Context: an optimization exercise on an open-source flow, tuned for small area, a short achievable clock period and few clock cycles per item. The choices shown serve that exercise and are no tape-out recipe. In this exercise RTL edits were held to simulation tests only and were not proved equivalent to the original. No activity file was given, so power comes from the tool's default toggle rates.

**config.mk**
```make
export PLATFORM = sky130hd
export DESIGN_NAME = infix_expression_evaluator_unit
export DESIGN_NICKNAME = infix_expression_evaluator_unit
export VERILOG_FILES = /design/flow/design.v
export SDC_FILE = /design/flow/constraint.sdc
export NUM_CORES = 4
export LEC_CHECK = 0
export CAP_MARGIN = 20
export CORE_MARGIN = 2
export CORE_UTILIZATION = 40
export SLEW_MARGIN = 20
```
**constraint.sdc**
```tcl
create_clock -name core_clock -period 14.0 [get_ports {clk}]
set_input_delay 2.8000 -clock core_clock [delete_from_list [all_inputs] [get_ports {clk}]]
set_output_delay 2.8000 -clock core_clock [all_outputs]
set_load 0.01 [all_outputs]
```
**design.v**
```verilog
package iee_pkg;
    typedef logic [2:0] status_t;
    localparam status_t ST_OK   = 3'd0;
    localparam status_t ST_DIV0 = 3'd1;
    localparam status_t ST_MAL  = 3'd2;
    localparam status_t ST_OVF  = 3'd3;
    localparam status_t ST_SAT  = 3'd4;
    localparam status_t ST_BAD  = 3'd5;
endpackage
import iee_pkg::*;
module iee_alu #(
    parameter int VW = 48,
    parameter int MK = 4,
    parameter int DR = 2
) (
    input  logic            clk,
    input  logic            rst_n,
    input  logic            start,
    input  logic            isdiv,
    input  logic [VW-1:0]   a,
    input  logic [VW-1:0]   b,
    output logic            done,
    output logic [VW-1:0]   res,
    output logic            sat
);
    localparam int NB = 50;                  
    localparam int CW = 6;
    localparam logic [1:0] A_IDLE = 2'd0;
    localparam logic [1:0] A_RUN  = 2'd1;
    localparam logic [1:0] A_FIN  = 2'd2;
    logic [1:0]     st_reg;
    logic [CW-1:0]  cnt_reg;
    logic           div_reg, neg_reg, hs_reg;
    logic [VW-1:0]  ma_reg;                  
    logic [NB-1:0]  mb_reg;                  
    logic [VW-1:0]  mh_reg;                  
    logic [NB-1:0]  ml_reg;                  
    logic [VW-1:0]  xa, yb;
    assign xa = a[VW-1] ? (~a + 1'b1) : a;
    assign yb = b[VW-1] ? (~b + 1'b1) : b;
    logic [CW-1:0]  cnt_n;
    logic [NB-1:0]  mb_n, ml_n;
    logic [VW-1:0]  mh_n;
    logic [VW:0]    r2;
    logic           ge, sk;
    logic [VW+MK-1:0] t;
    always_comb
    begin
        mb_n  = mb_reg;
        ml_n  = ml_reg;
        mh_n  = mh_reg;
        cnt_n = cnt_reg;
        r2    = '0;
        ge    = 1'b0;
        t     = '0;
        sk    = (cnt_reg >= CW'(8)) && (mh_reg[VW-1:VW-8] == 8'd0) &&
                ({mh_reg[VW-9:0], mb_reg[NB-1:NB-8]} < ma_reg);
        if (div_reg) begin
            if (sk) begin
                mh_n  = {mh_reg[VW-9:0], mb_reg[NB-1:NB-8]};
                mb_n  = mb_reg << 8;
                ml_n  = ml_reg << 8;
                cnt_n = cnt_reg - CW'(8);
            end else begin
                for (int s = 0; s < DR; s++) begin
                    r2 = {mh_n, mb_n[NB-1]};
                    ge = (r2 >= {1'b0, ma_reg});
                    if (ge) r2 = r2 - {1'b0, ma_reg};
                    mh_n = r2[VW-1:0];
                    mb_n = mb_n << 1;
                    ml_n = {ml_n[NB-2:0], ge};
                end
                cnt_n = cnt_reg - CW'(DR);
            end
        end else begin
            t     = (VW+MK)'(mh_reg) + (VW+MK)'(ma_reg) * (VW+MK)'(mb_reg[MK-1:0]);
            mh_n  = t[VW+MK-1:MK];
            ml_n  = {2'b00, t[MK-1:0], ml_reg[VW-1:MK]};
            mb_n  = mb_reg >> MK;
            cnt_n = cnt_reg - CW'(1);
        end
    end
    logic [VW-1:0]  p;
    logic           rb, hi, ovf;
    always_comb
    begin
        if (div_reg) begin
            p  = ml_reg[NB-1:2];
            rb = ml_reg[1];
            hi = hs_reg;
        end else begin
            p  = {mh_reg[15:0], ml_reg[VW-1:16]};
            rb = ml_reg[15];
            hi = (mh_reg[VW-1:16] != '0);
        end
        if (neg_reg) ovf = hi || (p[VW-1] && ((p[VW-2:0] != '0) || rb));
        else         ovf = hi || p[VW-1] || ((&p[VW-2:0]) && rb);
        if (ovf) res = neg_reg ? {1'b1, {(VW-1){1'b0}}} : {1'b0, {(VW-1){1'b1}}};
        else     res = (p ^ {VW{neg_reg}}) + VW'(rb ^ neg_reg);
    end
    assign sat  = ovf;
    assign done = (st_reg == A_FIN);
    always_ff @(posedge clk or negedge rst_n)
    begin
        if (!rst_n) begin
            st_reg <= A_IDLE;
        end else begin
            case (st_reg)
                A_IDLE:  if (start) st_reg <= (isdiv && (yb[VW-1:16] == '0) && (yb[15:0] <= xa[VW-1:32])) ? A_FIN : A_RUN;
                A_RUN:   if (cnt_n == '0) st_reg <= A_FIN;
                default: st_reg <= A_IDLE;
            endcase
        end
    end
    always_ff @(posedge clk)
    begin
        if (st_reg == A_IDLE) begin
            if (start) begin
                div_reg <= isdiv;
                neg_reg <= a[VW-1] ^ b[VW-1];
                hs_reg  <= (yb[VW-1:16] == '0) && (yb[15:0] <= xa[VW-1:32]);
                ml_reg  <= '0;
                if (isdiv) begin
                    ma_reg  <= yb;
                    mh_reg  <= VW'(xa[VW-1:32]);
                    mb_reg  <= {xa[31:0], 18'd0};
                    cnt_reg <= CW'(NB);
                end else begin
                    ma_reg  <= xa;
                    mh_reg  <= '0;
                    mb_reg  <= NB'(yb);
                    cnt_reg <= CW'(VW / MK);
                end
            end
        end else if (st_reg == A_RUN) begin
            mb_reg  <= mb_n;
            ml_reg  <= ml_n;
            mh_reg  <= mh_n;
            cnt_reg <= cnt_n;
        end
    end
endmodule
import iee_pkg::*;
module infix_expression_evaluator_unit (
    input  logic            clk,
    input  logic            rst_n,
    input  logic            in_valid,
    output logic            in_ready,
    input  logic [7:0]      char_code,
    input  logic            last,
    output logic            out_valid,
    input  logic            out_ready,
    output logic [47:0]     value,
    output logic [2:0]      status
);
    localparam int VW   = 48;
    localparam int SD   = 16;
    localparam int CNW  = 5;
    localparam int NDBL = 18;           
    localparam int FK   = 6;            
    localparam int CCW  = 2;
    localparam logic [VW-1:0] VMAX = {1'b0, {(VW-1){1'b1}}};
    localparam logic [VW-1:0] VMIN = {1'b1, {(VW-1){1'b0}}};
    localparam logic [2:0] S_ACC  = 3'd0;
    localparam logic [2:0] S_END  = 3'd1;
    localparam logic [2:0] S_CONV = 3'd2;
    localparam logic [2:0] S_RED  = 3'd3;
    localparam logic [2:0] S_MD   = 3'd4;
    localparam logic [2:0] S_OUT  = 3'd5;
    localparam logic [1:0] C_OP  = 2'd0;
    localparam logic [1:0] C_RP  = 2'd1;
    localparam logic [1:0] C_END = 2'd2;
    logic       chv, chv_n;
    logic       c_lst, c_dig, c_dot, c_ws, c_lp, c_rp, c_op, c_md, c_sd;
    logic [3:0] c_d;
    logic       consume;
    assign in_ready = !chv || consume;
    always_ff @(posedge clk or negedge rst_n)
    begin
        if (!rst_n) chv <= 1'b0;
        else        chv <= (in_valid && in_ready) ? 1'b1 : (consume ? 1'b0 : chv);
    end
    always_ff @(posedge clk)
    begin
        if (in_valid && in_ready) begin
            c_lst <= last;
            c_d   <= char_code[3:0];
            c_dig <= (char_code[7:4] == 4'h3) && (char_code[3:0] <= 4'd9);
            c_dot <= (char_code == 8'h2E);
            c_ws  <= (char_code == 8'h20) || ((char_code >= 8'd9) && (char_code <= 8'd13));
            c_lp  <= (char_code == 8'h28);
            c_rp  <= (char_code == 8'h29);
            c_op  <= (char_code == 8'h2A) || (char_code == 8'h2B) ||
                     (char_code == 8'h2D) || (char_code == 8'h2F);
            c_md  <= (char_code == 8'h2A) || (char_code == 8'h2F);
            c_sd  <= (char_code == 8'h2D) || (char_code == 8'h2F);
        end
    end
    logic [2:0]     state_reg, state_n;
    logic [1:0]     ctx_reg, ctx_n;
    logic           pmd_reg, pmd_n, psd_reg, psd_n;      
    logic           elst_reg, elst_n;                    
    logic           cret_reg, cret_n;                    
    logic           fcd_reg, fcd_n;                      
    logic [CCW-1:0] ccnt_reg, ccnt_n;
    logic [NDBL-1:0] t_reg, t_n;
    logic           innum_reg, innum_n, dot_reg, dot_n, dot2_reg, dot2_n;
    logic [30:0]    ip_reg, ip_n;
    logic           nsat_reg, nsat_n;
    logic [3:0]     fb_reg [6];
    logic [3:0]     fb_n [6];
    logic [2:0]     fdig_reg, fdig_n;
    iee_pkg::status_t err_reg;
    iee_pkg::status_t err_n;
    logic [CNW-1:0] vcnt_reg, vcnt_n, ocnt_reg, ocnt_n;
    logic [VW-1:0]  vs [SD];
    logic [2:0]     os [SD];                
    logic           vpush, vpopw, opush, opop;
    logic [VW-1:0]  nval, vres;
    logic [2:0]     onew;
    logic           ov_reg, ov_n;
    logic [VW-1:0]  oval_reg, oval_n;
    iee_pkg::status_t ost_reg;
    iee_pkg::status_t ost_n;
    logic           alu_start, alu_done, alu_sat;
    logic [VW-1:0]  alu_res;
    iee_alu #(.VW(VW)) u_alu (
        .clk   (clk),
        .rst_n (rst_n),
        .start (alu_start),
        .isdiv (os[0][0]),
        .a     (vs[1]),
        .b     (vs[0]),
        .done  (alu_done),
        .res   (alu_res),
        .sat   (alu_sat)
    );
    assign out_valid = ov_reg;
    assign value     = oval_reg;
    assign status    = ost_reg;
    logic [VW:0]    asum;
    logic [VW-1:0]  ares;
    logic           asat;
    assign asum = os[0][0] ? ({vs[1][VW-1], vs[1]} - {vs[0][VW-1], vs[0]})
                           : ({vs[1][VW-1], vs[1]} + {vs[0][VW-1], vs[0]});
    assign asat = (asum[VW] != asum[VW-1]);
    assign ares = asat ? (asum[VW] ? VMIN : VMAX) : asum[VW-1:0];
    logic [17:0]    tq;
    logic [16:0]    fq;
    assign tq = {1'b0, t_reg[NDBL-1:1]} + 18'd1;
    assign fq = (fdig_reg != '0) ? tq[17:1] : 17'd0;
    logic           nsat_close;
    always_comb
    begin
        nsat_close = 1'b0;
        if (nsat_reg) begin
            nval = VMAX;
            nsat_close = (fq != '0);
        end else if (fq[16]) begin
            if (&ip_reg) begin
                nval = VMAX;
                nsat_close = 1'b1;
            end else begin
                nval = {1'b0, ip_reg + 31'd1, 16'd0};
            end
        end else begin
            nval = {1'b0, ip_reg, fq[15:0]};
        end
    end
    logic [34:0]    ipx;
    assign ipx = {ip_reg, 3'b000} + {3'b000, ip_reg, 1'b0} + 35'(c_d);
    logic [3:0]     dd [FK+1][6];
    logic [FK-1:0]  dbits;
    always_comb
    begin
        for (int i = 0; i < 6; i++) dd[0][i] = fb_reg[i];
        for (int k = 0; k < FK; k++) begin
            dbits[FK-1-k] = (dd[k][0] >= 4'd5);
            for (int i = 0; i < 6; i++) begin
                dd[k+1][i] = ((dd[k][i] >= 4'd5) ? ((dd[k][i] - 4'd5) << 1) : (dd[k][i] << 1)) |
                             ((i < 5) ? 4'((dd[k][(i < 5) ? i + 1 : i] >= 4'd5)) : 4'd0);
            end
        end
    end
    logic hard;
    assign hard = (err_reg != ST_OK) && (err_reg != ST_SAT);
    logic           fin, fhard;
    iee_pkg::status_t fst;
    logic [VW-1:0]  fval;
    logic           ohard_n;
    logic           ofe;        
    always_comb
    begin
        state_n  = state_reg;
        ctx_n    = ctx_reg;
        pmd_n    = pmd_reg;
        psd_n    = psd_reg;
        elst_n   = elst_reg;
        cret_n   = cret_reg;
        fcd_n    = fcd_reg;
        ccnt_n   = ccnt_reg;
        t_n      = t_reg;
        innum_n  = innum_reg;
        dot_n    = dot_reg;
        dot2_n   = dot2_reg;
        ip_n     = ip_reg;
        nsat_n   = nsat_reg;
        for (int i = 0; i < 6; i++) fb_n[i] = fb_reg[i];
        fdig_n   = fdig_reg;
        err_n    = err_reg;
        vcnt_n   = vcnt_reg;
        ocnt_n   = ocnt_reg;
        ov_n     = ov_reg;
        oval_n   = oval_reg;
        ost_n    = ost_reg;
        vpush    = 1'b0;
        vpopw    = 1'b0;
        vres     = ares;
        opush    = 1'b0;
        opop     = 1'b0;
        onew     = 3'b100;
        alu_start = 1'b0;
        consume  = 1'b0;
        fin      = 1'b0;
        ofe      = 1'b0;
        ohard_n  = 1'b0;
        fhard    = 1'b0;
        fst      = ST_OK;
        fval     = '0;
        if (ov_reg && out_ready) ov_n = 1'b0;
        case (state_reg)
            S_ACC:
            begin
                if (chv) begin
                    if (hard) begin
                        consume = 1'b1;
                        if (c_lst) fin = 1'b1;
                    end else if (c_dig || c_dot) begin
                        ofe = 1'b1;
                        consume = 1'b1;
                        if (c_lst) state_n = S_END;
                    end else if (innum_reg && (fdig_reg != '0) && !fcd_reg) begin
                        state_n = S_CONV;
                        cret_n  = 1'b0;
                        ccnt_n  = '0;
                    end else begin
                        if (innum_reg) begin
                            if (nsat_close && err_n == ST_OK) err_n = ST_SAT;
                            if (vcnt_reg >= CNW'(SD)) begin
                                if (err_n == ST_OK || err_n == ST_SAT) err_n = ST_OVF;
                            end else begin
                                vpush  = 1'b1;
                                vcnt_n = vcnt_reg + 1'b1;
                            end
                            innum_n = 1'b0;
                            fcd_n   = 1'b0;
                        end
                        consume = 1'b1;
                        state_n = c_lst ? S_END : S_ACC;
                        if (c_lp) begin
                            if (ocnt_reg >= CNW'(SD)) begin
                                if (err_n == ST_OK || err_n == ST_SAT) err_n = ST_OVF;
                            end else begin
                                opush = 1'b1; onew = 3'b100;
                                ocnt_n = ocnt_reg + 1'b1;
                            end
                        end else if (c_rp) begin
                            if (ocnt_reg == '0) begin
                                if (err_n == ST_OK || err_n == ST_SAT) err_n = ST_MAL;
                            end else if (os[0][2]) begin
                                opop = 1'b1;
                                ocnt_n = ocnt_reg - 1'b1;
                            end else begin
                                ctx_n = C_RP; elst_n = c_lst; state_n = S_RED;
                            end
                        end else if (c_op) begin
                            if (ocnt_reg != '0 && !os[0][2] && (os[0][1] || !c_md)) begin
                                ctx_n = C_OP; elst_n = c_lst; pmd_n = c_md; psd_n = c_sd;
                                state_n = S_RED;
                            end else if (ocnt_reg >= CNW'(SD)) begin
                                if (err_n == ST_OK || err_n == ST_SAT) err_n = ST_OVF;
                            end else begin
                                opush = 1'b1; onew = {1'b0, c_md, c_sd};
                                ocnt_n = ocnt_reg + 1'b1;
                            end
                        end else if (!c_ws) begin
                            if (err_n == ST_OK || err_n == ST_SAT) err_n = ST_BAD;
                        end
                    end
                end
            end
            S_END:
            begin
                if (hard) begin
                    fin = 1'b1;
                end else if (innum_reg && (fdig_reg != '0) && !fcd_reg) begin
                    state_n = S_CONV;
                    cret_n  = 1'b1;
                    ccnt_n  = '0;
                end else begin
                    if (innum_reg) begin
                        if (nsat_close && err_n == ST_OK) err_n = ST_SAT;
                        if (vcnt_reg >= CNW'(SD)) begin
                            if (err_n == ST_OK || err_n == ST_SAT) err_n = ST_OVF;
                        end else begin
                            vpush  = 1'b1;
                            vcnt_n = vcnt_reg + 1'b1;
                        end
                        innum_n = 1'b0;
                        fcd_n   = 1'b0;
                    end
                    if ((err_n != ST_OK && err_n != ST_SAT) || ocnt_reg == '0) begin
                        fin = 1'b1;
                    end else if (os[0][2]) begin
                        err_n = ST_MAL;
                        fin = 1'b1;
                    end else begin
                        ctx_n = C_END; state_n = S_RED;
                    end
                end
            end
            S_CONV:
            begin
                for (int i = 0; i < 6; i++) fb_n[i] = dd[FK][i];
                t_n    = {t_reg[NDBL-FK-1:0], dbits};
                ccnt_n = ccnt_reg + 1'b1;
                if (ccnt_reg == CCW'(NDBL / FK - 1)) begin
                    fcd_n   = 1'b1;
                    state_n = cret_reg ? S_END : S_ACC;
                end
            end
            S_RED:
            begin
                if (hard) begin
                    if (ctx_reg == C_END) fin = 1'b1;
                    else state_n = elst_reg ? S_END : S_ACC;
                end else begin
                    logic red;
                    red = 1'b0;
                    case (ctx_reg)
                        C_RP:
                        begin
                            if (ocnt_reg == '0) begin
                                err_n = ST_MAL;
                                state_n = elst_reg ? S_END : S_ACC;
                            end else if (os[0][2]) begin
                                opop = 1'b1;
                                ocnt_n = ocnt_reg - 1'b1;
                                state_n = elst_reg ? S_END : S_ACC;
                            end else begin
                                red = 1'b1;
                            end
                        end
                        C_OP:
                        begin
                            if (ocnt_reg != '0 && !os[0][2] && (os[0][1] || !pmd_reg)) begin
                                red = 1'b1;
                            end else begin
                                if (ocnt_reg >= CNW'(SD)) begin
                                    err_n = ST_OVF;
                                end else begin
                                    opush = 1'b1; onew = {1'b0, pmd_reg, psd_reg};
                                    ocnt_n = ocnt_reg + 1'b1;
                                end
                                state_n = elst_reg ? S_END : S_ACC;
                            end
                        end
                        default:
                        begin
                            if (ocnt_reg == '0) begin
                                fin = 1'b1;
                            end else if (os[0][2]) begin
                                err_n = ST_MAL;
                                fin = 1'b1;
                            end else begin
                                red = 1'b1;
                            end
                        end
                    endcase
                    if (red) begin
                        opop = 1'b1;
                        ocnt_n = ocnt_reg - 1'b1;
                        if (vcnt_reg < CNW'(2)) begin
                            err_n = ST_MAL;
                        end else if (!os[0][1]) begin
                            vpopw = 1'b1; vres = ares;
                            vcnt_n = vcnt_reg - 1'b1;
                            if (asat && err_n == ST_OK) err_n = ST_SAT;
                        end else if (os[0][0] && vs[0] == '0) begin
                            vpopw = 1'b1; vres = '0;
                            vcnt_n = vcnt_reg - 1'b1;
                            err_n = ST_DIV0;
                        end else begin
                            alu_start = 1'b1;
                            state_n = S_MD;
                        end
                    end
                    if (ctx_reg != C_END && !elst_reg) ofe = 1'b1;
                end
            end
            S_MD:
            begin
                if (alu_done) begin
                    vpopw = 1'b1; vres = alu_res;
                    vcnt_n = vcnt_reg - 1'b1;
                    if (alu_sat && err_n == ST_OK) err_n = ST_SAT;
                    state_n = S_RED;
                end
                if (ctx_reg != C_END && !elst_reg && !hard) ofe = 1'b1;
            end
            S_OUT:
            begin
                fin = 1'b1;
            end
            default: state_n = S_ACC;
        endcase
        if (ofe && state_reg != S_ACC) begin
            if (chv && (c_dig || c_dot) && !c_lst) consume = 1'b1;
            else ofe = 1'b0;
        end
        if (ofe) begin
            if (c_dig) begin
                if (!innum_reg) begin
                    innum_n = 1'b1; dot_n = 1'b0; dot2_n = 1'b0;
                    for (int i = 0; i < 6; i++) fb_n[i] = 4'd0;
                    fdig_n = '0; nsat_n = 1'b0;
                    ip_n = 31'(c_d);
                end else if (dot2_reg) begin
                end else if (dot_reg) begin
                    if (fdig_reg < 3'd6) begin
                        fb_n[fdig_reg] = c_d;
                        fdig_n = fdig_reg + 1'b1;
                    end
                end else begin
                    if (nsat_reg || ipx[34:31] != '0) begin
                        nsat_n = 1'b1;
                        if (err_n == ST_OK) err_n = ST_SAT;
                    end else begin
                        ip_n = ipx[30:0];
                    end
                end
            end else begin
                if (!innum_reg) begin
                    innum_n = 1'b1; dot_n = 1'b1; dot2_n = 1'b0;
                    for (int i = 0; i < 6; i++) fb_n[i] = 4'd0;
                    fdig_n = '0; nsat_n = 1'b0;
                    ip_n = '0;
                end else if (dot_reg) begin
                    dot2_n = 1'b1;
                end else begin
                    dot_n = 1'b1;
                end
            end
        end
        if (fin) begin
            fhard = (err_n != ST_OK) && (err_n != ST_SAT);
            fst   = (!fhard && vcnt_n != CNW'(1)) ? ST_MAL : err_n;
            ohard_n = (fst != ST_OK) && (fst != ST_SAT);
            fval  = ohard_n ? '0 : (vpush ? nval : vs[0]);
            if (!ov_reg) begin
                ov_n    = 1'b1;
                oval_n  = fval;
                ost_n   = fst;
                vcnt_n  = '0;
                ocnt_n  = '0;
                innum_n = 1'b0;
                fcd_n   = 1'b0;
                err_n   = ST_OK;
                state_n = S_ACC;
            end else begin
                state_n = S_OUT;
            end
        end
    end
    always_ff @(posedge clk or negedge rst_n)
    begin
        if (!rst_n) begin
            state_reg <= S_ACC;
            ctx_reg   <= C_OP;
            elst_reg  <= 1'b0;
            fcd_reg   <= 1'b0;
            innum_reg <= 1'b0;
            dot_reg   <= 1'b0;
            dot2_reg  <= 1'b0;
            err_reg   <= ST_OK;
            vcnt_reg  <= '0;
            ocnt_reg  <= '0;
            ov_reg    <= 1'b0;
        end else begin
            state_reg <= state_n;
            ctx_reg   <= ctx_n;
            elst_reg  <= elst_n;
            fcd_reg   <= fcd_n;
            innum_reg <= innum_n;
            dot_reg   <= dot_n;
            dot2_reg  <= dot2_n;
            err_reg   <= err_n;
            vcnt_reg  <= vcnt_n;
            ocnt_reg  <= ocnt_n;
            ov_reg    <= ov_n;
        end
    end
    always_ff @(posedge clk)
    begin
        pmd_reg  <= pmd_n;
        psd_reg  <= psd_n;
        cret_reg <= cret_n;
        ccnt_reg <= ccnt_n;
        t_reg    <= t_n;
        ip_reg   <= ip_n;
        nsat_reg <= nsat_n;
        for (int i = 0; i < 6; i++) fb_reg[i] <= fb_n[i];
        fdig_reg <= fdig_n;
        oval_reg <= oval_n;
        ost_reg  <= ost_n;
    end
    always_ff @(posedge clk)
    begin
        if (vpush) begin
            vs[0] <= nval;
            for (int i = 1; i < SD; i++) vs[i] <= vs[i-1];
        end else if (vpopw) begin
            vs[0] <= vres;
            for (int i = 1; i < SD - 1; i++) vs[i] <= vs[i+1];
        end
        if (opush) begin
            os[0] <= onew;
            for (int i = 1; i < SD; i++) os[i] <= os[i-1];
        end else if (opop) begin
            for (int i = 0; i < SD - 1; i++) os[i] <= os[i+1];
        end
    end
endmodule
```
**run.sh**
```bash
#!/bin/bash
# synth_recipe.tcl (not shown) runs the flow's synth.tcl, then flattens the netlist and writes it again
# the make line also repeats each setting of config.mk as NAME=value (left out here)
make -C /OpenROAD-flow-scripts/flow DESIGN_CONFIG=/design/flow/config.mk WORK_HOME=/design/flow/orfs CLKGATE_MAP_FILE= SYNTH_SCRIPT=/design/flow/synth_recipe.tcl finish
```
==> flow_summary.ini, run 1 <==
[run_status]
status = no timing/DRC/antenna violations

[floorplanning]
floorplan.initialDensity_pct = 40.2
die_h_um = 462
full_die_area_um2 = 213000
coreArea_um2 = 209000
dieWidth_um = 462
std_cell_rows = 168
io_pins = 66

[hold_path]
timing.hold.worst.class = flop to flop

[final_layout]
layout-drive-gt1-share_pct = 5.15
multiInputGateArea_um2 = 45100
ff_latch_area_um2 = 35500
finalNetCount = 9821
largest_register_ffs = 768
mostFrequentLayoutCell = sky130_fd_sc_hd__nand2_1
final_core_utilization_pct = 43.8
syn_to_final_growth_pct = 9.15
filler_cell_count = 20500
most-common-layout-cells = 2701 x sky130_fd_sc_hd__nand2_1, 1143 x sky130_fd_sc_hd__edfxtp_1, 556 x sky130_fd_sc_hd__nor2_1, 448 x sky130_fd_sc_hd__o21ai_0, 428 x sky130_fd_sc_hd__a21oi_1

[worst_setup_path]
timing.critical_path.from_type = flop
worstReg2RegStart = u_alu.mh_reg[0]$_DFFE_PP_
startpoint = u_alu.mh_reg[0]$_DFFE_PP_
cp_data_required_time_ns = 14.53
timing.rr.end = u_alu.mh_reg[44]$_SDFFCE_PP0P_
worst_setup_path_class = flop to flop
critPathCaptureType = flop
crit_path_end = u_alu.mh_reg[44]$_SDFFCE_PP0P_
critical_path_arrival_ns = 9.22
worstPathMaxFanout = 15
r2r.worst_path.cells = 21
worst-r2r-setup-slack_ns = 5.31

[grt]
largest_net_degree_at_the_start_of_global_routing = 206
grt_overflow = 0
wire_length_of_the_first_global_routing_pass_um = 426000
antenna_found_initial = 7
grt_pass1_vias = 67600
gr-usage-all-layers_pct = 26.0

[timing]
postLayoutSetupSlackWorst_ns = 5.31
timing_worst_slew_pin_value_ns = 1.21
worst_clock_skew_ns = 0.0393
setup_repair_after_global_routing_missed_its_margin = no
final_period_minus_worst_setup_slack_ns = 8.69
timing.final.crit_share_pct = 62.1
finalMaxSlewViolations = 0
setup_tns_ns = 0
setup_viol_count_final = 0
relative_slew_slack_pct = 18.3
finalHoldViolCount = 0
fmax_ghz = 0.115

[route]
vias = 71000
detailed_route_wl_um = 284000
detail_route.drc_violations = 0
viasPerCell = 5.84
ant_nets = 0
drtPass1Iterations = 10
routedWlPerCell_um = 23.4
drtIter0Drc = 8035

[clock_network]
ctsRootBufferMaster = sky130_fd_sc_hd__clkbuf_16
clkLatencyLatePin_ns = 0.82
cts-buffers-inserted = 141
tritoncts_clock_tree = yes
ctsLongestPathBuffers = 3
cts.hold.buffers_added = 0
htree_num_levels = 4
post_cts_buffers = 0
ctsResizeCount = 0
clk_sink_count = 1194
cts.reportedPaths.clkPinSlew_ns = 0.06

[logic_synthesis]
synth-warning-count = 12
ff_latch_count_synth = 1194
avgSynthCellArea_um2 = 8.86
async_reset_ff_share_pct = 2.26
synthDominantCellAreaShare_pct = 40.9
synth_ff_type = sky130_fd_sc_hd__edfxtp_1
synth_cell_type_count = 102
syn_nets = 10000
netlist_area_before_placement_um2 = 83900
syn-instance-count = 9473
synthTopCellsByArea = sky130_fd_sc_hd__edfxtp_1 41%, sky130_fd_sc_hd__nand2_1 12%, sky130_fd_sc_hd__ha_1 6.2%
synth-edff-count = 1143
synth_top_area_cell = sky130_fd_sc_hd__edfxtp_1
share_of_the_yosys_chip_area_belonging_to_registers_pct = 42.3

[place]
sum_of_net_half_perimeters_after_detailed_placement_um = 207000
gp_routability_congestion = 0.970
port_buffer_cells = 65
place_worst_setup_slack_ns = 5.58

[pwr]
vdd_ir_drop_max_v = 0.000401
power-per-cell-area_nw_per_um2 = 218
cellLeakagePower_nw = 36.4
design_power_total_mw = 19.9

[flow_run]
cap_viol_max_count = 0
cell usage after synthesis, drive strengths merged, types with 66 or more instances:
cell / instances
mux2: 94
xnor2: 329
o21a: 66
fa: 144
nand2b: 75
a21o: 148
o21ai: 456
nand3: 197
o211ai: 114
xor2: 141
nor3: 141
a211oi: 88
clkbuf: 476
mux2i: 115
and2: 109
inv: 366
nand4: 98
nor2: 562
a31oi: 122
nand2: 2705
a21oi: 432
edfxtp: 1143
ha: 415
metrics by stage:
stage	area, µm²	hold WS [ns]	instances
after floorplan	83900	0.400	9473
final	91600	0.434	12200
after global routing	91600	0.445	12200
after detailed placement	86900	0.419	11900
after CTS	91500	0.439	12200
after global placement	86900	0.418	11900
metal layers:
| layer | global-route usage, % | up-vias | wire length [µm] |
|---|---|---|---|
| met5 | 0 | - | 0 |
| met4 | 10.2 | 0 | 11900 |
| met3 | 4.86 | 559 | 22600 |
| met2 | 39.2 | 2842 | 123000 |
| met1 | 36.8 | 34600 | 126000 |
| li1 | - | 33000 | - |
power by group:
| group | total (mW) | internal, mW | switching [mW] |
|---|---|---|---|
| combinational | 11.1 | 4.39 | 6.70 |
| clock | 3.68 | 2.08 | 1.60 |
| sequential | 5.17 | 4.65 | 0.523 |
| total | 19.9 | 11.1 | 8.83 |
worst min path at each step:
stage / start / to / slack, ns / cells after the start
global placement: t_reg[0]$_DFFE_PN_ / t_reg[6]$_DFFE_PN_ / 0.42 / 0
global route: t_reg[0]$_DFFE_PN_ / t_reg[6]$_DFFE_PN_ / 0.45 / 0
detailed placement: t_reg[0]$_DFFE_PN_ / t_reg[6]$_DFFE_PN_ / 0.42 / 0
CTS: vs[14][47]$_DFFE_PP_ / vs[15][47]$_DFFE_PP_ / 0.44 / 0
floorplan: t_reg[0]$_DFFE_PN_ / t_reg[6]$_DFFE_PN_ / 0.40 / 0
finish: t_reg[0]$_DFFE_PN_ / t_reg[6]$_DFFE_PN_ / 0.43 / 0
cell type report:
cell class,count,area share [%]
inverter,370,1.53
multi-input combinational,7377,49.2
timing repair buffer,165,1.65
antenna,5,0.0137
clock buffer,179,4.03
tap,2805,3.83
clock inverter,70,0.946
sequential,1194,38.7
critical path, cell delays in order (launching register included):
cell and delay (ns):
sky130_fd_sc_hd__edfxtp_1 0.63, sky130_fd_sc_hd__ha_1 0.41, sky130_fd_sc_hd__nor2b_1 0.15, sky130_fd_sc_hd__o31a_1 0.29, sky130_fd_sc_hd__o31ai_1 0.74, sky130_fd_sc_hd__o211a_1 0.40
sky130_fd_sc_hd__a31oi_1 0.33, sky130_fd_sc_hd__a31oi_1 0.28, sky130_fd_sc_hd__buf_4 0.22, sky130_fd_sc_hd__o21a_1 0.67, sky130_fd_sc_hd__mux2_2 0.43, sky130_fd_sc_hd__ha_1 0.34
sky130_fd_sc_hd__nor2b_1 0.17, sky130_fd_sc_hd__o31a_1 0.30, sky130_fd_sc_hd__nor3_1 0.40, sky130_fd_sc_hd__nor4_1 0.14, sky130_fd_sc_hd__o41ai_1 0.94, sky130_fd_sc_hd__o21ai_1 0.47
sky130_fd_sc_hd__a21oi_1 0.42, sky130_fd_sc_hd__o21bai_1 0.18, sky130_fd_sc_hd__o311ai_0 0.36, sky130_fd_sc_hd__o211ai_1 0.13
kinds of logic after synthesis:
kind of cell | synth area share (%)
multiplexers | 2.73
buffers and inverters | 4.13
AO/OA/AOI/OAI | 14.8
flip-flops | 42.3
XOR/XNOR | 4.94
AND/OR/NAND/NOR | 21.5
adder cells (fa/ha/maj) | 9.63
Testbench counts, summed over its fixed seeds: cycles 46,344, exprs 512.
==> inputs of run 2 (changes only) <==
--- a/design.v
+++ b/design.v
@@ -42,6 +42,7 @@
     logic [NB-1:0]  mb_n, ml_n;
     logic [VW-1:0]  mh_n;
     logic [VW:0]    r2;
+    logic [VW+1:0]  df;
     logic           ge, sk;
     logic [VW+MK-1:0] t;
     always_comb
@@ -51,6 +52,7 @@
         mh_n  = mh_reg;
         cnt_n = cnt_reg;
         r2    = '0;
+        df    = '0;
         ge    = 1'b0;
         t     = '0;
         sk    = (cnt_reg >= CW'(8)) && (mh_reg[VW-1:VW-8] == 8'd0) &&
@@ -64,9 +66,9 @@
             end else begin
                 for (int s = 0; s < DR; s++) begin
                     r2 = {mh_n, mb_n[NB-1]};
-                    ge = (r2 >= {1'b0, ma_reg});
-                    if (ge) r2 = r2 - {1'b0, ma_reg};
-                    mh_n = r2[VW-1:0];
+                    df = {1'b0, r2} - {2'b00, ma_reg};
+                    ge = !df[VW+1];
+                    mh_n = ge ? df[VW-1:0] : r2[VW-1:0];
                     mb_n = mb_n << 1;
                     ml_n = {ml_n[NB-2:0], ge};
                 end
@@ -128,8 +130,13 @@
                 end else begin
                     ma_reg  <= xa;
                     mh_reg  <= '0;
-                    mb_reg  <= NB'(yb);
-                    cnt_reg <= CW'(VW / MK);
+                    if (yb[15:0] == '0) begin
+                        mb_reg  <= NB'(yb[VW-1:16]);
+                        cnt_reg <= CW'((VW - 16) / MK);
+                    end else begin
+                        mb_reg  <= NB'(yb);
+                        cnt_reg <= CW'(VW / MK);
+                    end
                 end
             end
         end else if (st_reg == A_RUN) begin
@@ -215,7 +222,9 @@
     logic [CNW-1:0] vcnt_reg, vcnt_n, ocnt_reg, ocnt_n;
     logic [VW-1:0]  vs [SD];
     logic [2:0]     os [SD];                
-    logic           vpush, vpopw, opush, opop;
+    logic           vpush, vpopw, opush, opop, opop2, orep;
+    logic           cgo;                 
+    logic [CNW-1:0] pc;
     logic [VW-1:0]  nval, vres;
     logic [2:0]     onew;
     logic           ov_reg, ov_n;
@@ -289,6 +298,7 @@
     logic [VW-1:0]  fval;
     logic           ohard_n;
     logic           ofe;        
+    logic           nxt;        
     always_comb
     begin
         state_n  = state_reg;
@@ -318,11 +328,16 @@
         vres     = ares;
         opush    = 1'b0;
         opop     = 1'b0;
+        opop2    = 1'b0;
+        orep     = 1'b0;
+        cgo      = 1'b0;
+        pc       = ocnt_reg - 1'b1;
         onew     = 3'b100;
         alu_start = 1'b0;
         consume  = 1'b0;
         fin      = 1'b0;
         ofe      = 1'b0;
+        nxt      = 1'b0;
         ohard_n  = 1'b0;
         fhard    = 1'b0;
         fst      = ST_OK;
@@ -342,7 +357,6 @@
                     end else if (innum_reg && (fdig_reg != '0) && !fcd_reg) begin
                         state_n = S_CONV;
                         cret_n  = 1'b0;
-                        ccnt_n  = '0;
                     end else begin
                         if (innum_reg) begin
                             if (nsat_close && err_n == ST_OK) err_n = ST_SAT;
@@ -396,7 +410,6 @@
                 end else if (innum_reg && (fdig_reg != '0) && !fcd_reg) begin
                     state_n = S_CONV;
                     cret_n  = 1'b1;
-                    ccnt_n  = '0;
                 end else begin
                     if (innum_reg) begin
                         if (nsat_close && err_n == ST_OK) err_n = ST_SAT;
@@ -421,13 +434,8 @@
             end
             S_CONV:
             begin
-                for (int i = 0; i < 6; i++) fb_n[i] = dd[FK][i];
-                t_n    = {t_reg[NDBL-FK-1:0], dbits};
-                ccnt_n = ccnt_reg + 1'b1;
-                if (ccnt_reg == CCW'(NDBL / FK - 1)) begin
-                    fcd_n   = 1'b1;
-                    state_n = cret_reg ? S_END : S_ACC;
-                end
+                cgo = 1'b1;
+                if (ccnt_reg == CCW'(NDBL / FK - 1)) state_n = cret_reg ? S_END : S_ACC;
             end
             S_RED:
             begin
@@ -486,11 +494,14 @@
                             vpopw = 1'b1; vres = ares;
                             vcnt_n = vcnt_reg - 1'b1;
                             if (asat && err_n == ST_OK) err_n = ST_SAT;
+                            nxt = 1'b1;
                         end else if (os[0][0] && vs[0] == '0) begin
                             vpopw = 1'b1; vres = '0;
                             vcnt_n = vcnt_reg - 1'b1;
                             err_n = ST_DIV0;
                         end else begin
+                            opop = 1'b0;
+                            ocnt_n = ocnt_reg;
                             alu_start = 1'b1;
                             state_n = S_MD;
                         end
@@ -501,10 +512,13 @@
             S_MD:
             begin
                 if (alu_done) begin
+                    opop = 1'b1;
+                    ocnt_n = ocnt_reg - 1'b1;
                     vpopw = 1'b1; vres = alu_res;
                     vcnt_n = vcnt_reg - 1'b1;
                     if (alu_sat && err_n == ST_OK) err_n = ST_SAT;
                     state_n = S_RED;
+                    nxt = 1'b1;
                 end
                 if (ctx_reg != C_END && !elst_reg && !hard) ofe = 1'b1;
             end
@@ -514,7 +528,48 @@
             end
             default: state_n = S_ACC;
         endcase
-        if (ofe && state_reg != S_ACC) begin
+        if (nxt) begin
+            case (ctx_reg)
+                C_OP:
+                begin
+                    if (!(pc != '0 && !os[1][2] && (os[1][1] || !pmd_reg))) begin
+                        orep = 1'b1; onew = {1'b0, pmd_reg, psd_reg};
+                        ocnt_n = ocnt_reg;
+                        state_n = elst_reg ? S_END : S_ACC;
+                    end
+                end
+                C_RP:
+                begin
+                    if (pc == '0) begin
+                        err_n = ST_MAL;
+                        state_n = elst_reg ? S_END : S_ACC;
+                    end else if (os[1][2]) begin
+                        opop = 1'b0; opop2 = 1'b1;
+                        ocnt_n = ocnt_reg - 2'd2;
+                        state_n = elst_reg ? S_END : S_ACC;
+                    end
+                end
+                default:
+                begin
+                    if (pc == '0) begin
+                        fin = 1'b1;
+                    end else if (os[1][2]) begin
+                        err_n = ST_MAL;
+                        fin = 1'b1;
+                    end
+                end
+            endcase
+        end
+        if (!cgo && (state_reg == S_RED || state_reg == S_MD) && ctx_reg != C_END && !elst_reg &&
+            chv && !c_dig && !c_dot && innum_reg && (fdig_reg != '0) && !fcd_reg)
+            cgo = 1'b1;
+        if (cgo) begin
+            for (int i = 0; i < 6; i++) fb_n[i] = dd[FK][i];
+            t_n    = {t_reg[NDBL-FK-1:0], dbits};
+            ccnt_n = ccnt_reg + 1'b1;
+            if (ccnt_reg == CCW'(NDBL / FK - 1)) fcd_n = 1'b1;
+        end
+        if (ofe && state_reg != S_ACC && !fin) begin
             if (chv && (c_dig || c_dot) && !c_lst) consume = 1'b1;
             else ofe = 1'b0;
         end
@@ -523,7 +578,7 @@
                 if (!innum_reg) begin
                     innum_n = 1'b1; dot_n = 1'b0; dot2_n = 1'b0;
                     for (int i = 0; i < 6; i++) fb_n[i] = 4'd0;
-                    fdig_n = '0; nsat_n = 1'b0;
+                    fdig_n = '0; nsat_n = 1'b0; ccnt_n = '0;
                     ip_n = 31'(c_d);
                 end else if (dot2_reg) begin
                 end else if (dot_reg) begin
@@ -543,7 +598,7 @@
                 if (!innum_reg) begin
                     innum_n = 1'b1; dot_n = 1'b1; dot2_n = 1'b0;
                     for (int i = 0; i < 6; i++) fb_n[i] = 4'd0;
-                    fdig_n = '0; nsat_n = 1'b0;
+                    fdig_n = '0; nsat_n = 1'b0; ccnt_n = '0;
                     ip_n = '0;
                 end else if (dot_reg) begin
                     dot2_n = 1'b1;
@@ -556,7 +611,7 @@
             fhard = (err_n != ST_OK) && (err_n != ST_SAT);
             fst   = (!fhard && vcnt_n != CNW'(1)) ? ST_MAL : err_n;
             ohard_n = (fst != ST_OK) && (fst != ST_SAT);
-            fval  = ohard_n ? '0 : (vpush ? nval : vs[0]);
+            fval  = ohard_n ? '0 : (vpush ? nval : (vpopw ? vres : vs[0]));
             if (!ov_reg) begin
                 ov_n    = 1'b1;
                 oval_n  = fval;
@@ -626,8 +681,12 @@
         if (opush) begin
             os[0] <= onew;
             for (int i = 1; i < SD; i++) os[i] <= os[i-1];
+        end else if (orep) begin
+            os[0] <= onew;
         end else if (opop) begin
             for (int i = 0; i < SD - 1; i++) os[i] <= os[i+1];
+        end else if (opop2) begin
+            for (int i = 0; i < SD - 2; i++) os[i] <= os[i+2];
         end
     end
 endmodule
--- a/config.mk
+++ b/config.mk
@@ -5,7 +5,9 @@
 export SDC_FILE = /design/flow/constraint.sdc
 export NUM_CORES = 4
 export LEC_CHECK = 0
+export ABC_CLOCK_PERIOD_IN_PS = 4500
 export CAP_MARGIN = 20
 export CORE_MARGIN = 2
 export CORE_UTILIZATION = 40
+export SETUP_SLACK_MARGIN = 5
 export SLEW_MARGIN = 20
==> run 2 against run 1 <==
Die area increased by 0.24%. Synthesized cell count up 1.2%. First-iteration DRC count shrank 12%. Non-clock buffer count is 16 higher.
==> flow_summary.ini, run 2 <==
[route]
routedWlPerCell_um = 22.8
drtIter0Drc = 7089
drtPass1Iterations = 6
ant_nets = 0
vias = 70800
detail_route.drc_violations = 0
detailed_route_wl_um = 280000
viasPerCell = 5.75

[place]
gp_routability_congestion = 1.02
sum_of_net_half_perimeters_after_detailed_placement_um = 207000
port_buffer_cells = 65
place_inst = 12000
dpl-instance-area_um2 = 87300
place_worst_setup_slack_ns = 4.02

[worst_setup_path]
worstPathMaxFanout = 74
critical_path_arrival_ns = 9.11
cp_data_required_time_ns = 14.55
timing.rr.end = u_alu.mh_reg[9]$_DFFE_PP_
timing.critical_path.from_type = flop
r2r.worst_path.cells = 26
critPathCaptureType = flop
worstReg2RegStart = u_alu.mh_reg[0]$_DFFE_PP_
worst-r2r-setup-slack_ns = 5.44
worst_setup_path_class = flop to flop

[logic_synthesis]
netlist_area_before_placement_um2 = 84100
share_of_the_yosys_chip_area_belonging_to_registers_pct = 41.6
ff_latch_count_synth = 1194
synth-warning-count = 12
synth-edff-count = 1093
synth_cell_type_count = 106
synth_ff_type = sky130_fd_sc_hd__edfxtp_1
synth_top_area_cell = sky130_fd_sc_hd__edfxtp_1
synth_commonest_cells = 2798 x sky130_fd_sc_hd__nand2_1, 1093 x sky130_fd_sc_hd__edfxtp_1, 592 x sky130_fd_sc_hd__nor2_1
synthDominantCellAreaShare_pct = 39.0
syn-instance-count = 9586
avgSynthCellArea_um2 = 8.77
synthTopCellsByArea = sky130_fd_sc_hd__edfxtp_1 39%, sky130_fd_sc_hd__nand2_1 12%, sky130_fd_sc_hd__ha_1 6.2%
top_count_cell_post_synth = sky130_fd_sc_hd__nand2_1
async_reset_ff_share_pct = 2.26
syn_nets = 10200

[final_layout]
final_area_um2 = 92000
syn_to_final_growth_pct = 9.42
final_core_utilization_pct = 43.9
largest_register_ffs = 768
layout.cells.non_filler = 12300
mostFrequentLayoutCell = sky130_fd_sc_hd__nand2_1
layout-drive-gt1-share_pct = 5.26
most-common-layout-cells = 2797 x sky130_fd_sc_hd__nand2_1, 1093 x sky130_fd_sc_hd__edfxtp_1, 584 x sky130_fd_sc_hd__nor2_1, 505 x sky130_fd_sc_hd__a21oi_1, 448 x sky130_fd_sc_hd__o21ai_0
finalNetCount = 9951

[clock_network]
tritoncts_clock_tree = yes
htree_num_levels = 4
cts-buffers-inserted = 142
clkLatencyLatePin_ns = 0.84
cts.reportedPaths.clkPinSlew_ns = 0.06
ctsLongestPathBuffers = 3
clk_sink_count = 1194
cts.hold.buffers_added = 0
ctsRootBufferMaster = sky130_fd_sc_hd__clkbuf_16

[pwr]
vdd_ir_drop_max_v = 0.000389
power-per-cell-area_nw_per_um2 = 201
cellLeakagePower_nw = 36.8
design_power_total_mw = 18.5

[floorplanning]
io_pins = 66
full_die_area_um2 = 214000
std_cell_rows = 168
floorplan.initialDensity_pct = 40.2
dieWidth_um = 463
coreArea_um2 = 209000
die_h_um = 463

[grt]
grt_overflow = 0
antenna_found_initial = 12
wire_length_of_the_first_global_routing_pass_um = 421000
largest_net_degree_at_the_start_of_global_routing = 243
grt_pass1_vias = 68100
gr-usage-all-layers_pct = 25.3

[timing]
worst_clock_skew_ns = 0.0544
setup_tns_ns = 0
postLayoutSetupSlackWorst_ns = 5.44
setup_repair_after_global_routing_missed_its_margin = no
finalMaxSlewViolations = 0
timing.final.crit_share_pct = 61.1
setup_viol_count_final = 0
timing_worst_slew_pin_value_ns = 1.19
final_period_minus_worst_setup_slack_ns = 8.56
relative_slew_slack_pct = 21.0
fmax_ghz = 0.117
fin_worst_hold_slack_ns = 0.434
finalHoldViolCount = 0

[hold_path]
timing.hold.worst.class = flop to flop
min_to = t_reg[6]$_DFFE_PN_
hold_path_depth = 0
hold_path.startpoint = t_reg[0]$_DFFE_PN_

[flow_run]
cap_viol_max_count = 0

[run_status]
status = no timing/DRC/antenna violations
run 2: cell count changes after synthesis, sizes merged, moves of 31 or more:
| cell | before | now |
|---|---|---|
| a21oi | 432 | 507 |
| a31oi | 122 | 82 |
| dfxtp | 24 | 74 |
| edfxtp | 1143 | 1093 |
| mux2 | 94 | 54 |
| mux2i | 115 | 157 |
| nand2 | 2705 | 2799 |
| nand3 | 197 | 123 |
| nor2 | 562 | 593 |
| o211ai | 114 | 51 |
run 2: logic make-up (layout without fill, tap and decap cells):
logic type      after synthesis  count (layout)  synth area share, %
simple gates               4305            4306                 21.9
fa+ha+maj                   561             561                 9.63
buf+inv                     891             795                 4.04
flops                      1194            1194                 41.6
compound gates             1928            1928                 14.8
other cells                   0               5                    0
mux                         219             219                 2.81
xor+xnor                    488             488                 5.16
run 2: per-layer routing:
layer	GRT usage (%)	vias to the layer above	wire length, µm
met5	0	-	72
met4	12.6	12	15300
met3	3.74	605	18000
met2	40.5	2462	128000
met1	33.4	34500	119000
li1	-	33200	-
run 2: power by group:
group	switching [mW]	internal (mW)
clock network	1.60	2.11
registers	0.690	4.61
logic	5.73	3.77
total	8.02	10.5
run 2: repair_timing:
item,in CTS,in global routing
resized for setup,6,1
pin swaps,1,0
gates cloned,1,0
endpoints found under the setup margin,41,7
hold endpoints to repair,0,0
setup buffers,3,0
run 2: critical path, cell delays in order, from the launching register on:
cell	delay (ns)
sky130_fd_sc_hd__edfxtp_1	0.65
sky130_fd_sc_hd__ha_1	0.40
sky130_fd_sc_hd__nor2b_1	0.17
sky130_fd_sc_hd__o31a_1	0.21
sky130_fd_sc_hd__o311ai_0	0.14
sky130_fd_sc_hd__buf_4	0.19
sky130_fd_sc_hd__o211ai_1	0.38
sky130_fd_sc_hd__and2_1	0.46
sky130_fd_sc_hd__a2111oi_2	0.18
sky130_fd_sc_hd__nor2_4	0.53
sky130_fd_sc_hd__buf_12	0.40
sky130_fd_sc_hd__mux2_2	0.40
sky130_fd_sc_hd__ha_1	0.37
sky130_fd_sc_hd__nor2_1	0.07
sky130_fd_sc_hd__a21oi_1	0.22
sky130_fd_sc_hd__o211ai_1	0.20
sky130_fd_sc_hd__a2111oi_0	0.40
sky130_fd_sc_hd__buf_4	0.21
sky130_fd_sc_hd__o21ai_1	0.17
sky130_fd_sc_hd__a211oi_2	0.54
sky130_fd_sc_hd__o21ai_1	0.27
sky130_fd_sc_hd__a311oi_4	0.29
sky130_fd_sc_hd__buf_4	0.17
sky130_fd_sc_hd__nand2b_4	0.33
sky130_fd_sc_hd__mux2_2	0.40
sky130_fd_sc_hd__a221oi_1	0.30
sky130_fd_sc_hd__o22ai_1	0.12
run 2: worst max path at each step:
stage | startpoint | to
2_1_floorplan | vs[0][12]$_DFF_P_ | oval_reg[11]$_SDFFCE_PP0P_
3_3_place_gp | u_alu.ma_reg[14]$_DFFE_PP_ | u_alu.mh_reg[38]$_SDFFCE_PP0P_
3_5_place_dp | u_alu.ma_reg[14]$_DFFE_PP_ | u_alu.mh_reg[38]$_SDFFCE_PP0P_
4_1_cts | u_alu.ma_reg[14]$_DFFE_PP_ | u_alu.mh_reg[9]$_DFFE_PP_
5_1_grt | u_alu.mh_reg[0]$_DFFE_PP_ | u_alu.mh_reg[3]$_DFFE_PP_
6_report | u_alu.mh_reg[0]$_DFFE_PP_ | u_alu.mh_reg[9]$_DFFE_PP_
run 2: final cells by class:
class | instances | area (µm²)
diodes | 5 | 12.5
clock buffers | 178 | 3750
clock inverters | 79 | 830
fillers | 20600 | 117000
inverters | 357 | 1360
multi-input cells | 7502 | 45900
flip-flops and latches | 1194 | 35000
well taps | 2805 | 3510
repair buffers | 181 | 1650
Testbench counts of run 2, summed over its fixed seeds: cycles 42,317, exprs 512.
==> inputs of run 3 (changes only) <==
--- a/config.mk
+++ b/config.mk
@@ -5,9 +5,7 @@
 export SDC_FILE = /design/flow/constraint.sdc
 export NUM_CORES = 4
 export LEC_CHECK = 0
-export ABC_CLOCK_PERIOD_IN_PS = 4500
 export CAP_MARGIN = 20
 export CORE_MARGIN = 2
 export CORE_UTILIZATION = 40
-export SETUP_SLACK_MARGIN = 5
 export SLEW_MARGIN = 20
==> run 3 against run 2 <==
Still clean. Non-clock buffer count shrank 7. Clock power grew 4%. Setup slack lost 1.2 ns. Critical endpoint is now u_alu.mh_reg[5]$_DFFE_PP_.
==> flow_summary.ini, run 3 <==
[clock_network]
clk_sink_count = 1194
cts.hold.buffers_added = 0
cts.reportedPaths.clkPinSlew_ns = 0.06
cts-buffers-inserted = 141
ctsResizeCount = 0
ctsLongestPathBuffers = 3
tritoncts_clock_tree = yes
post_cts_buffers = 0
clkLatencyLatePin_ns = 0.83
ctsRootBufferMaster = sky130_fd_sc_hd__clkbuf_16
htree_num_levels = 4

[hold_path]
timing.hold.worst.class = flop to flop
hold_path.startpoint = t_reg[0]$_DFFE_PN_

[place]
sum_of_net_half_perimeters_after_detailed_placement_um = 208000
gp_routability_congestion = 1.04
port_buffer_cells = 65

[final_layout]
syn_to_final_growth_pct = 9.58
most-common-layout-cells = 2797 x sky130_fd_sc_hd__nand2_1, 1093 x sky130_fd_sc_hd__edfxtp_1, 583 x sky130_fd_sc_hd__nor2_1, 505 x sky130_fd_sc_hd__a21oi_1, 450 x sky130_fd_sc_hd__o21ai_0
largest_register_ffs = 768
mostFrequentLayoutCell = sky130_fd_sc_hd__nand2_1
layout-drive-gt1-share_pct = 5.24
finalNetCount = 9942

[timing]
setup_viol_count_final = 0
fin_worst_hold_slack_ns = 0.435
setup_tns_ns = 0
setup_repair_after_global_routing_missed_its_margin = no
final_period_minus_worst_setup_slack_ns = 9.78
finalMaxSlewViolations = 0
finalHoldViolCount = 0
timing_worst_slew_pin_value_ns = 1.19
timing.final.crit_share_pct = 69.8
relative_slew_slack_pct = 20.2
fmax_ghz = 0.102
worst_clock_skew_ns = 0.0464

[grt]
gr-usage-all-layers_pct = 25.3
grt_overflow = 0
antenna_found_initial = 7
grt_pass1_vias = 68400
largest_net_degree_at_the_start_of_global_routing = 226
wire_length_of_the_first_global_routing_pass_um = 422000

[logic_synthesis]
synth_cell_type_count = 106
synthDominantCellAreaShare_pct = 39.0
synth_top_area_cell = sky130_fd_sc_hd__edfxtp_1
synth_commonest_cells = 2798 x sky130_fd_sc_hd__nand2_1, 1093 x sky130_fd_sc_hd__edfxtp_1, 592 x sky130_fd_sc_hd__nor2_1
avgSynthCellArea_um2 = 8.77
top_count_cell_post_synth = sky130_fd_sc_hd__nand2_1
synth_ff_type = sky130_fd_sc_hd__edfxtp_1
netlist_area_before_placement_um2 = 84100
async_reset_ff_share_pct = 2.26
synth-warning-count = 12
share_of_the_yosys_chip_area_belonging_to_registers_pct = 41.6
synthTopCellsByArea = sky130_fd_sc_hd__edfxtp_1 39%, sky130_fd_sc_hd__nand2_1 12%, sky130_fd_sc_hd__ha_1 6.2%
syn_nets = 10200
synth-edff-count = 1093
ff_latch_count_synth = 1194
syn-instance-count = 9586

[floorplanning]
coreArea_um2 = 209000
io_pins = 66
floorplan.initialDensity_pct = 40.2
std_cell_rows = 168
full_die_area_um2 = 214000
dieWidth_um = 463
die_h_um = 463

[worst_setup_path]
cp_data_required_time_ns = 14.52
worst_setup_path_class = flop to flop
worstPathMaxFanout = 34
timing.critical_path.from_type = flop
worstSetupPathDepth = 25
top_family_by_delay_on_critical_path = compound AO/OA/AOI/OAI gates
cpMostUsedCell = sky130_fd_sc_hd__buf_4
r2r.worst_path.cells = 25
timing.rr.end = u_alu.mh_reg[5]$_DFFE_PP_
critPathCaptureType = flop
crit_path_end = u_alu.mh_reg[5]$_DFFE_PP_
slowest_delay_ns = 0.78
crit_buf_inv = 4
startpoint = u_alu.ma_reg[14]$_DFFE_PP_
worst-r2r-setup-slack_ns = 4.22
critical_path_arrival_ns = 10.30
worstReg2RegStart = u_alu.ma_reg[14]$_DFFE_PP_
critical-path-slowest-cell = sky130_fd_sc_hd__nand2b_2

[route]
vias = 70900
drtPass1Iterations = 7
detailed_route_wl_um = 280000
routedWlPerCell_um = 22.8
drtIter0Drc = 7250
viasPerCell = 5.77
detail_route.drc_violations = 0
ant_nets = 0

[run_status]
status = no timing/DRC/antenna violations

[flow_run]
cap_viol_max_count = 0

[pwr]
vdd_ir_drop_max_v = 0.000417
power-per-cell-area_nw_per_um2 = 203
cellLeakagePower_nw = 36.9
[run 3: cell counts after synthesis]
Identical to the previous run, type by type.
[run 3: layout make-up]
class                   instances  area [µm²]
multi-input cells            7501       45900
diodes                          5        12.5
flip-flops and latches       1194       35000
clock buffers                 166        3640
clock inverters                90        1180
well taps                    2805        3510
repair buffers                174        1570
inverters                     357        1360
fillers                     20700      117000
[run 3: logic make-up (layout without fill, tap and decap cells)]
| logic type | after synthesis | after routing | synth area share, % |
|---|---|---|---|
| DFF | 1194 | 1194 | 41.6 |
| AOI/OAI and AO/OA | 1928 | 1928 | 14.8 |
| xor gates and xnor gates | 488 | 488 | 5.16 |
| buffers and inverters | 891 | 787 | 4.04 |
| muxes | 219 | 219 | 2.81 |
| adders and majority gates | 561 | 561 | 9.63 |
| other | 0 | 5 | 0 |
| and+or+nand+nor | 4305 | 4305 | 21.9 |
[run 3: per-layer routing]
layer,up-vias,wire [µm],track usage (%),share of wire (%)
met1,34600,120000,33.7,43
met3,608,18200,3.86,6.5
met2,2512,127000,40.5,45
met5,-,24,0,0.0086
li1,33200,-,-,-
met4,4,14800,11.5,5.3
[run 3: power breakdown]
group	total (mW)	leakage [nW]	internal (mW)	switching (mW)
clock	3.84	2.30	2.23	1.62
sequential	5.31	10.8	4.61	0.696
combinational	9.51	23.8	3.77	5.74
total	18.7	36.9	10.6	8.05
[run 3: worst min-delay path by stage]
stage / endpoint / cells past startpoint
finish: t_reg[6]$_DFFE_PN_ / 0
global route: vs[15][7]$_DFFE_PP_ / 0
CTS: t_reg[6]$_DFFE_PN_ / 0
detailed placement: t_reg[6]$_DFFE_PN_ / 0
global placement: t_reg[6]$_DFFE_PN_ / 0
floorplan: t_reg[6]$_DFFE_PN_ / 0
[run 3: stage by stage]
stage	area (µm²)	utilization (%)	worst slack, ns	power (mW)	instances
6_report	92200	44.0	4.22	18.7	12300
3_3_place_gp	87300	41.7	3.49	14.5	12000
3_5_place_dp	87300	41.7	4.27	14.7	12000
4_1_cts	92100	44.0	4.20	18.7	12300
5_1_grt	92100	44.0	3.77	19.8	12300
2_1_floorplan	84100	-	0.847	12.1	9586

==> static timing again, ports no longer ideal <==
In the flow no input, the clock included, has a driving cell. The finished layouts below were timed again as built, in two steps.
Step 1 sets driving cells, clkbuf_16 on the clock port and buf_2 on the other inputs (assumed; they add their load-dependent delay and slew).
Step 2 adds t to the input delays and takes it off the output delays; t is the mean of the earliest and latest rising clock arrival at the registers after step 1. Input paths then give back, and output paths get back, about the clock's delay inside the block.
a / b / c = no drivers / after step 1 / after step 2; a / b = the first two.
run | t (ns) | slack for setup (ns) | worst slew at a driven data input, ns | pins driven straight from the clock port
run 1 | 0.886 | 5.311 / 5.311 / 5.311 | 0.04 | 1
run 2 | 0.901 | 5.442 / 5.442 / 5.442 | 0.04 | 1
run 3 | 0.886 | 4.224 / 4.224 / 4.224 | 0.04 | 1
After both steps setup and hold are still met in every run listed.
